This design comes from an exercise in tuning for small area, a short achievable clock period and few clock cycles per item on the open sky130 flow, not from production work. RTL that was checked went through simulation tests only; none was proved equivalent to the original.

==> branch yarrow: inputs <==
## pipeline_cpu
module pipeline_cpu (
    input  wire         clock,
    input  wire         arst_n,
    output logic [31:0] address_imem,
    input  wire  [31:0] q_imem,
    output logic [31:0] address_dmem,
    output logic [31:0] data,
    output logic        wren,
    input  wire  [31:0] q_dmem,
    output logic        ctrl_write_enable,
    output logic [4:0]  ctrl_write_reg,
    output logic [4:0]  ctrl_read_reg_a,
    output logic [4:0]  ctrl_read_reg_b,
    output logic [31:0] data_write_reg,
    input  wire  [31:0] data_read_reg_a,
    input  wire  [31:0] data_read_reg_b
);
==> module execute_stage, before the edit <==
module execute_stage (
    input  wire [31:0] pc,
    input  wire [31:0] ir,
    input  wire [31:0] rs_val,
    input  wire [31:0] rb_val,    
    output logic [31:0] npc,
    output logic        we,
    output logic [4:0]  wreg,
    output logic        is_lw,
    output logic        is_sw,
    output logic [31:0] o
);
    logic [4:0]  opc;
    logic [4:0]  fn;
    logic [31:0] imm;
    logic [31:0] pc1;
    logic [31:0] x, y, sum;
    logic [31:0] sh_right, sh_left;
    logic        use_reg, use_pc, fn_sub, cin;
    logic        en_sum, en_and, en_or, en_sll, en_sra, en_jal;
    logic        is_j, is_jr, is_bne, is_blt, taken;
    logic        eq, lt;
    assign opc = ir[31:27];
    assign fn  = ir[6:2];
    assign imm = {{15{ir[16]}}, ir[16:0]};
    assign pc1 = pc + 32'd1;
    assign use_reg = !(opc[3] | opc[2] | opc[1]);
    assign use_pc  = opc[1] & !opc[0];
    assign fn_sub  = (fn == 5'd1);
    assign x   = use_pc ? pc : rs_val;
    assign y   = use_reg ? (rb_val ^ {32{fn_sub}}) : imm;
    assign cin = use_reg ? fn_sub : use_pc;
    assign sum = x + y + {31'd0, cin};
    alu u_alu (
        .a        (rs_val),
        .right    (fn[0]),
        .shamt    (ir[11:7]),
        .sh_right (sh_right),
        .sh_left  (sh_left)
    );
    assign en_jal = opc[1] & opc[0] & !opc[2];
    assign en_sum = !en_jal & (!use_reg | (fn[4:1] == 4'd0));
    assign en_and = use_reg & (fn == 5'd2);
    assign en_or  = use_reg & (fn == 5'd3);
    assign en_sll = use_reg & (fn == 5'd4);
    assign en_sra = use_reg & (fn == 5'd5);
    assign o = ({32{en_sum}} & sum)
             | ({32{en_and}} & (rs_val & rb_val))
             | ({32{en_or}}  & (rs_val | rb_val))
             | ({32{en_sll}} & sh_left)
             | ({32{en_sra}} & sh_right)
             | ({32{en_jal}} & pc1);
    assign is_j   = (opc[4:2] == 3'd0) & opc[0];     
    assign is_jr  = (opc == cpu_pkg::OPC_JR);
    assign is_bne = (opc == cpu_pkg::OPC_BNE);
    assign is_blt = (opc == cpu_pkg::OPC_BLT);
    assign eq    = (rb_val == rs_val);
    assign lt    = $signed(rb_val) < $signed(rs_val);
    assign taken = (is_bne & !eq) | (is_blt & lt);
    assign npc   = taken ? sum : is_jr ? rb_val : is_j ? {5'd0, ir[26:0]} : pc1;
    assign we    = (opc == cpu_pkg::OPC_ALU) || (opc == cpu_pkg::OPC_ADDI) || (opc == cpu_pkg::OPC_LW) || (opc == cpu_pkg::OPC_JAL);
    assign wreg  = en_jal ? 5'd31 : ir[26:22];
    assign is_lw = (opc == cpu_pkg::OPC_LW);
    assign is_sw = (opc == cpu_pkg::OPC_SW);
endmodule
==> module pipeline_cpu, before the edit <==
module pipeline_cpu (
    input  wire         clock,
    input  wire         arst_n,
    output logic [31:0] address_imem,
    input  wire  [31:0] q_imem,
    output logic [31:0] address_dmem,
    output logic [31:0] data,
    output logic        wren,
    input  wire  [31:0] q_dmem,
    output logic        ctrl_write_enable,
    output logic [4:0]  ctrl_write_reg,
    output logic [4:0]  ctrl_read_reg_a,
    output logic [4:0]  ctrl_read_reg_b,
    output logic [31:0] data_write_reg,
    input  wire  [31:0] data_read_reg_a,
    input  wire  [31:0] data_read_reg_b
);
    logic [31:0] pc;
    logic [31:0] npc;
    logic        we, is_lw, is_sw;
    logic [4:0]  wreg;
    logic [31:0] o;
    always_ff @(posedge clock or negedge arst_n) begin
        if (!arst_n) pc <= '0;
        else         pc <= npc;
    end
    assign address_imem    = pc;
    assign ctrl_read_reg_a = q_imem[21:17];
    assign ctrl_read_reg_b = (q_imem[29] | q_imem[28]) ? q_imem[26:22] : q_imem[16:12];
    execute_stage u_execute_stage (
        .pc     (pc),
        .ir     (q_imem),
        .rs_val (data_read_reg_a),
        .rb_val (data_read_reg_b),
        .npc    (npc),
        .we     (we),
        .wreg   (wreg),
        .is_lw  (is_lw),
        .is_sw  (is_sw),
        .o      (o)
    );
    mem_wb_stage u_mem_wb_stage (
        .clock             (clock),
        .arst_n            (arst_n),
        .we_in             (we),
        .wreg_in           (wreg),
        .lw_in             (is_lw),
        .sw_in             (is_sw),
        .o_in              (o),
        .b_in              (data_read_reg_b),
        .q_dmem            (q_dmem),
        .address_dmem      (address_dmem),
        .data              (data),
        .wren              (wren),
        .ctrl_write_enable (ctrl_write_enable),
        .ctrl_write_reg    (ctrl_write_reg),
        .data_write_reg    (data_write_reg)
    );
endmodule
export LEC_CHECK = 0
export ABC_AREA = 1
export CAP_MARGIN = 20
export CORE_MARGIN = 2
export CORE_UTILIZATION = 40
export PLACE_DENSITY = 0.6
export SETUP_SLACK_MARGIN = 4
export SLEW_MARGIN = 20
create_clock -name core_clock -period 8.5 [get_ports {clock}]
run.sh (not shown) runs the stock make flow with config.mk's settings and CLKGATE_MAP_FILE= SYNTH_SCRIPT=/design/flow/synth_recipe.tcl, a recipe that flattens the netlist after the stock synthesis.
==> inputs of branch quartz, as changes to branch yarrow <==
--- a/flow/design.v
+++ b/flow/design.v
@@ -12,6 +12,33 @@
 endpackage
 `default_nettype wire
 `default_nettype none
+module adder (
+    input  wire [31:0]  x,
+    input  wire [31:0]  y,
+    input  wire         cin,
+    output logic [31:0] sum
+);
+    logic [31:0] g, p, gn, pn;
+    logic [31:0] carry;
+    always_comb begin
+        g = x & y;
+        p = x ^ y;
+        for (int l = 0; l < 5; l++) begin
+            gn = g;
+            pn = p;
+            for (int i = 0; i < 32; i++) begin
+                if (((i >> l) & 1) == 1) begin
+                    gn[i] = g[i] | (p[i] & g[((i >> l) << l) - 1]);
+                    pn[i] = p[i] & p[((i >> l) << l) - 1];
+                end
+            end
+            g = gn;
+            p = pn;
+        end
+        carry = {g[30:0] | (p[30:0] & {31{cin}}), cin};
+    end
+    assign sum = x ^ y ^ carry;
+endmodule
 module alu (
     input  wire [31:0]  a,
     input  wire         right,    
@@ -50,7 +77,8 @@
     logic [31:0] pc1;
     logic [31:0] x, y, sum;
     logic [31:0] sh_right, sh_left;
-    logic        use_reg, use_pc, fn_sub, cin;
+    logic [31:0] other;
+    logic        use_reg, use_pc, use_tgt, fn_sub, cin;
     logic        en_sum, en_and, en_or, en_sll, en_sra, en_jal;
     logic        is_j, is_jr, is_bne, is_blt, taken;
     logic        eq, lt;
@@ -58,13 +86,15 @@
     assign fn  = ir[6:2];
     assign imm = {{15{ir[16]}}, ir[16:0]};
     assign pc1 = pc + 32'd1;
-    assign use_reg = !(opc[3] | opc[2] | opc[1]);
+    assign use_reg = !(opc[3] | opc[1] | opc[0]);
     assign use_pc  = opc[1] & !opc[0];
-    assign fn_sub  = (fn == 5'd1);
+    assign use_tgt = opc[0] & !opc[2];
+    assign fn_sub  = fn[0] & !opc[2];
     assign x   = use_pc ? pc : rs_val;
-    assign y   = use_reg ? (rb_val ^ {32{fn_sub}}) : imm;
+    assign y   = use_reg ? (rb_val ^ {32{fn_sub}}) :
+                 use_tgt ? {5'd0, ir[26:0]} : imm;
     assign cin = use_reg ? fn_sub : use_pc;
-    assign sum = x + y + {31'd0, cin};
+    adder u_adder (.x(x), .y(y), .cin(cin), .sum(sum));
     alu u_alu (
         .a        (rs_val),
         .right    (fn[0]),
@@ -78,20 +108,20 @@
     assign en_or  = use_reg & (fn == 5'd3);
     assign en_sll = use_reg & (fn == 5'd4);
     assign en_sra = use_reg & (fn == 5'd5);
-    assign o = ({32{en_sum}} & sum)
-             | ({32{en_and}} & (rs_val & rb_val))
-             | ({32{en_or}}  & (rs_val | rb_val))
-             | ({32{en_sll}} & sh_left)
-             | ({32{en_sra}} & sh_right)
-             | ({32{en_jal}} & pc1);
+    assign other = ({32{en_and}} & (rs_val & rb_val))
+                 | ({32{en_or}}  & (rs_val | rb_val))
+                 | ({32{en_sll}} & sh_left)
+                 | ({32{en_sra}} & sh_right)
+                 | ({32{en_jal}} & pc1);
+    assign o = en_sum ? sum : other;
     assign is_j   = (opc[4:2] == 3'd0) & opc[0];     
     assign is_jr  = (opc == cpu_pkg::OPC_JR);
     assign is_bne = (opc == cpu_pkg::OPC_BNE);
     assign is_blt = (opc == cpu_pkg::OPC_BLT);
     assign eq    = (rb_val == rs_val);
     assign lt    = $signed(rb_val) < $signed(rs_val);
-    assign taken = (is_bne & !eq) | (is_blt & lt);
-    assign npc   = taken ? sum : is_jr ? rb_val : is_j ? {5'd0, ir[26:0]} : pc1;
+    assign taken = (is_bne & !eq) | (is_blt & lt) | is_j | is_jr;
+    assign npc   = taken ? sum : pc1;
     assign we    = (opc == cpu_pkg::OPC_ALU) || (opc == cpu_pkg::OPC_ADDI) || (opc == cpu_pkg::OPC_LW) || (opc == cpu_pkg::OPC_JAL);
     assign wreg  = en_jal ? 5'd31 : ir[26:22];
     assign is_lw = (opc == cpu_pkg::OPC_LW);
@@ -172,7 +202,8 @@
         else         pc <= npc;
     end
     assign address_imem    = pc;
-    assign ctrl_read_reg_a = q_imem[21:17];
+    assign ctrl_read_reg_a = ((q_imem[27] & !q_imem[29]) | (q_imem[29] & !q_imem[28] & !q_imem[27]))
+                           ? 5'd0 : q_imem[21:17];
     assign ctrl_read_reg_b = (q_imem[29] | q_imem[28]) ? q_imem[26:22] : q_imem[16:12];
     execute_stage u_execute_stage (
         .pc     (pc),
==> flow/flow/run.sh (new file) <==
#!/bin/bash
# Own layout flow: the standard flow (standard.sh, unchanged synthesis,
# floorplan, power grid, placement, CTS and routing), with one change: the
# buffers that global placement puts on every input and output port are
# sky130_fd_sc_hd__buf_1 cells instead of the default delay-buffer cell.
# The timing repair steps still resize them where timing needs it.
set -euo pipefail
export BUFFER_PORTS_ARGS="-buffer_cell sky130_fd_sc_hd__buf_1"
bash standard.sh > standard.log 2>&1
==> flow/standard.sh (new file) <==
#!/bin/bash
# synth_recipe.tcl (not shown) runs the flow's synth.tcl, then flattens the netlist and writes it again
# the make line also repeats each setting of config.mk as NAME=value (left out here)
make -C /OpenROAD-flow-scripts/flow DESIGN_CONFIG=/design/flow/config.mk WORK_HOME=/design/flow/orfs CLKGATE_MAP_FILE= SYNTH_SCRIPT=/design/flow/synth_recipe.tcl "${@:-finish}"
ABC_AREA = unset   (was 1)
SETUP_SLACK_MARGIN = 3.5   (was 4)
removed: flow/run.sh
==> inputs of branch umber, as changes to branch yarrow <==
--- a/flow/design.v
+++ b/flow/design.v
@@ -12,6 +12,34 @@
 endpackage
 `default_nettype wire
 `default_nettype none
+module adder (
+    input  wire [31:0]  x,
+    input  wire [31:0]  y,
+    input  wire         cin,
+    output logic [31:0] sum
+);
+    logic [31:0] g, p, gn, pn;
+    logic [31:0] carry;
+    always_comb begin
+        g = x & y;
+        p = x ^ y;
+        g[0] = g[0] | (p[0] & cin);
+        for (int l = 0; l < 5; l++) begin
+            gn = g;
+            pn = p;
+            for (int i = 0; i < 32; i++) begin
+                if (((i >> l) & 1) == 1) begin
+                    gn[i] = g[i] | (p[i] & g[((i >> l) << l) - 1]);
+                    pn[i] = p[i] & p[((i >> l) << l) - 1];
+                end
+            end
+            g = gn;
+            p = pn;
+        end
+        carry = {g[30:0], cin};
+    end
+    assign sum = x ^ y ^ carry;
+endmodule
 module alu (
     input  wire [31:0]  a,
     input  wire         right,    
@@ -50,7 +78,8 @@
     logic [31:0] pc1;
     logic [31:0] x, y, sum;
     logic [31:0] sh_right, sh_left;
-    logic        use_reg, use_pc, fn_sub, cin;
+    logic [31:0] other;
+    logic        use_reg, use_pc, use_tgt, fn_sub, cin;
     logic        en_sum, en_and, en_or, en_sll, en_sra, en_jal;
     logic        is_j, is_jr, is_bne, is_blt, taken;
     logic        eq, lt;
@@ -58,13 +87,15 @@
     assign fn  = ir[6:2];
     assign imm = {{15{ir[16]}}, ir[16:0]};
     assign pc1 = pc + 32'd1;
-    assign use_reg = !(opc[3] | opc[2] | opc[1]);
+    assign use_reg = !(opc[3] | opc[1] | opc[0]);
     assign use_pc  = opc[1] & !opc[0];
-    assign fn_sub  = (fn == 5'd1);
+    assign use_tgt = opc[0] & !opc[2];
+    assign fn_sub  = fn[0] & !opc[2];
     assign x   = use_pc ? pc : rs_val;
-    assign y   = use_reg ? (rb_val ^ {32{fn_sub}}) : imm;
+    assign y   = use_reg ? (rb_val ^ {32{fn_sub}}) :
+                 use_tgt ? {5'd0, ir[26:0]} : imm;
     assign cin = use_reg ? fn_sub : use_pc;
-    assign sum = x + y + {31'd0, cin};
+    adder u_adder (.x(x), .y(y), .cin(cin), .sum(sum));
     alu u_alu (
         .a        (rs_val),
         .right    (fn[0]),
@@ -78,20 +109,20 @@
     assign en_or  = use_reg & (fn == 5'd3);
     assign en_sll = use_reg & (fn == 5'd4);
     assign en_sra = use_reg & (fn == 5'd5);
-    assign o = ({32{en_sum}} & sum)
-             | ({32{en_and}} & (rs_val & rb_val))
-             | ({32{en_or}}  & (rs_val | rb_val))
-             | ({32{en_sll}} & sh_left)
-             | ({32{en_sra}} & sh_right)
-             | ({32{en_jal}} & pc1);
+    assign other = ({32{en_and}} & (rs_val & rb_val))
+                 | ({32{en_or}}  & (rs_val | rb_val))
+                 | ({32{en_sll}} & sh_left)
+                 | ({32{en_sra}} & sh_right)
+                 | ({32{en_jal}} & pc1);
+    assign o = en_sum ? sum : other;
     assign is_j   = (opc[4:2] == 3'd0) & opc[0];     
     assign is_jr  = (opc == cpu_pkg::OPC_JR);
     assign is_bne = (opc == cpu_pkg::OPC_BNE);
     assign is_blt = (opc == cpu_pkg::OPC_BLT);
     assign eq    = (rb_val == rs_val);
     assign lt    = $signed(rb_val) < $signed(rs_val);
-    assign taken = (is_bne & !eq) | (is_blt & lt);
-    assign npc   = taken ? sum : is_jr ? rb_val : is_j ? {5'd0, ir[26:0]} : pc1;
+    assign taken = (is_bne & !eq) | (is_blt & lt) | is_j | is_jr;
+    assign npc   = taken ? sum : pc1;
     assign we    = (opc == cpu_pkg::OPC_ALU) || (opc == cpu_pkg::OPC_ADDI) || (opc == cpu_pkg::OPC_LW) || (opc == cpu_pkg::OPC_JAL);
     assign wreg  = en_jal ? 5'd31 : ir[26:22];
     assign is_lw = (opc == cpu_pkg::OPC_LW);
@@ -172,7 +203,8 @@
         else         pc <= npc;
     end
     assign address_imem    = pc;
-    assign ctrl_read_reg_a = q_imem[21:17];
+    assign ctrl_read_reg_a = ((q_imem[27] & !q_imem[29]) | (q_imem[29] & !q_imem[28] & !q_imem[27]))
+                           ? 5'd0 : q_imem[21:17];
     assign ctrl_read_reg_b = (q_imem[29] | q_imem[28]) ? q_imem[26:22] : q_imem[16:12];
     execute_stage u_execute_stage (
         .pc     (pc),
==> flow/flow/run.sh (new file) <==
#!/bin/bash
# Own layout flow: the standard flow (standard.sh, unchanged synthesis,
# floorplan, power grid, placement, CTS and routing), with one change: the
# buffers that global placement puts on every input and output port are
# sky130_fd_sc_hd__buf_1 cells instead of the default delay-buffer cell.
# The timing repair steps still resize them where timing needs it.
set -euo pipefail
export BUFFER_PORTS_ARGS="-buffer_cell sky130_fd_sc_hd__buf_1"
bash standard.sh > standard.log 2>&1
==> flow/standard.sh (new file) <==
#!/bin/bash
# synth_recipe.tcl (not shown) runs the flow's synth.tcl, then flattens the netlist and writes it again
# the make line also repeats each setting of config.mk as NAME=value (left out here)
make -C /OpenROAD-flow-scripts/flow DESIGN_CONFIG=/design/flow/config.mk WORK_HOME=/design/flow/orfs CLKGATE_MAP_FILE= SYNTH_SCRIPT=/design/flow/synth_recipe.tcl "${@:-finish}"
ABC_AREA = unset   (was 1)
CORE_UTILIZATION = 55   (was 40)
PLACE_DENSITY = 0.7   (was 0.6)
TNS_END_PERCENT = 5   (was unset)
removed: flow/run.sh
==> summary.txt <==
Synthesized instance count: 1,306
Post-layout instance area: 13,400 um^2
GPL Wtd Cong: 1.02
Initial antenna violation count: 1
Result of the run: timing/DRC/antenna clean
Placed cell area: 12,500 um^2
Dpl ws: 2.47 ns
The numbers above come from branch umber.

==> summary.txt <==
Initial antenna violation count: 2
Synthesized instance count: 1,327
Placed cell area: 12,500 um^2
Dpl ws: 2.80 ns
GPL Wtd Cong: 0.994
Result of the run: timing/DRC/antenna clean
Post-layout instance area: 12,900 um^2
The numbers above come from branch quartz.

==> summary.txt <==
Result of the run: timing/DRC/antenna clean
Yosys reg bits: 104
Most common cell after layout, fill and taps aside: nand2_1
Initial antenna violation count: 0
Placed cell area: 16,100 um^2
Dpl ws: 2.36 ns
Fraction of area in registers: 13.1%
Adder-cell share of the synthesized area: 12.4%
Post-layout instance area: 17,200 um^2
GPL Wtd Cong: 1.06
Synthesized instance count: 2,205
Max-slew headroom: 31.4%
The numbers above come from branch yarrow.

Testbench counts of branch umber, summed over its fixed seeds: cycles 9,364, instrs 9,364.
The RTL of branch yarrow and branch quartz was laid out without a check of its function.

[separate check: timing with driven ports]
No port has a modelled driver above. Below, the same layouts with a new extraction and two added sets of constraints. Step 1: set_driving_cell puts a clkbuf_16 on clock and a buf_2 on each other input, an assumption about the parent block. Step 2 adds t to the input delays and takes it off the output delays; t is the mean of the earliest and latest rising clock arrival at the registers after step 1. Input paths then give back, and output paths get back, about the clock's delay inside the block. Three values: ideal, step 1, step 2; two values: the first two.
| run | shift t [ns] | setup slack, ns | worst setup path at the end | latest minus earliest clock arrival (ns) | slew at the worst register clock pin (ns) |
|---|---|---|---|---|---|
| branch yarrow | 0.445 | 3.970 / 3.978 / 3.534 | input to register | 0.018 / 0.019 | 0.09 / 0.09 |
| branch quartz | 0.412 | 3.581 / 3.585 / 3.173 | input to register | 0.018 / 0.018 | 0.09 / 0.09 |
| branch umber | 0.413 | 3.794 / 3.769 / 3.356 | input to register | 0.019 / 0.019 | 0.09 / 0.09 |
After both steps setup and hold are still met in every run listed. The setup slack of branch umber, which loses most, moves by -0.025 ns with the drivers and by -0.438 ns with both steps.
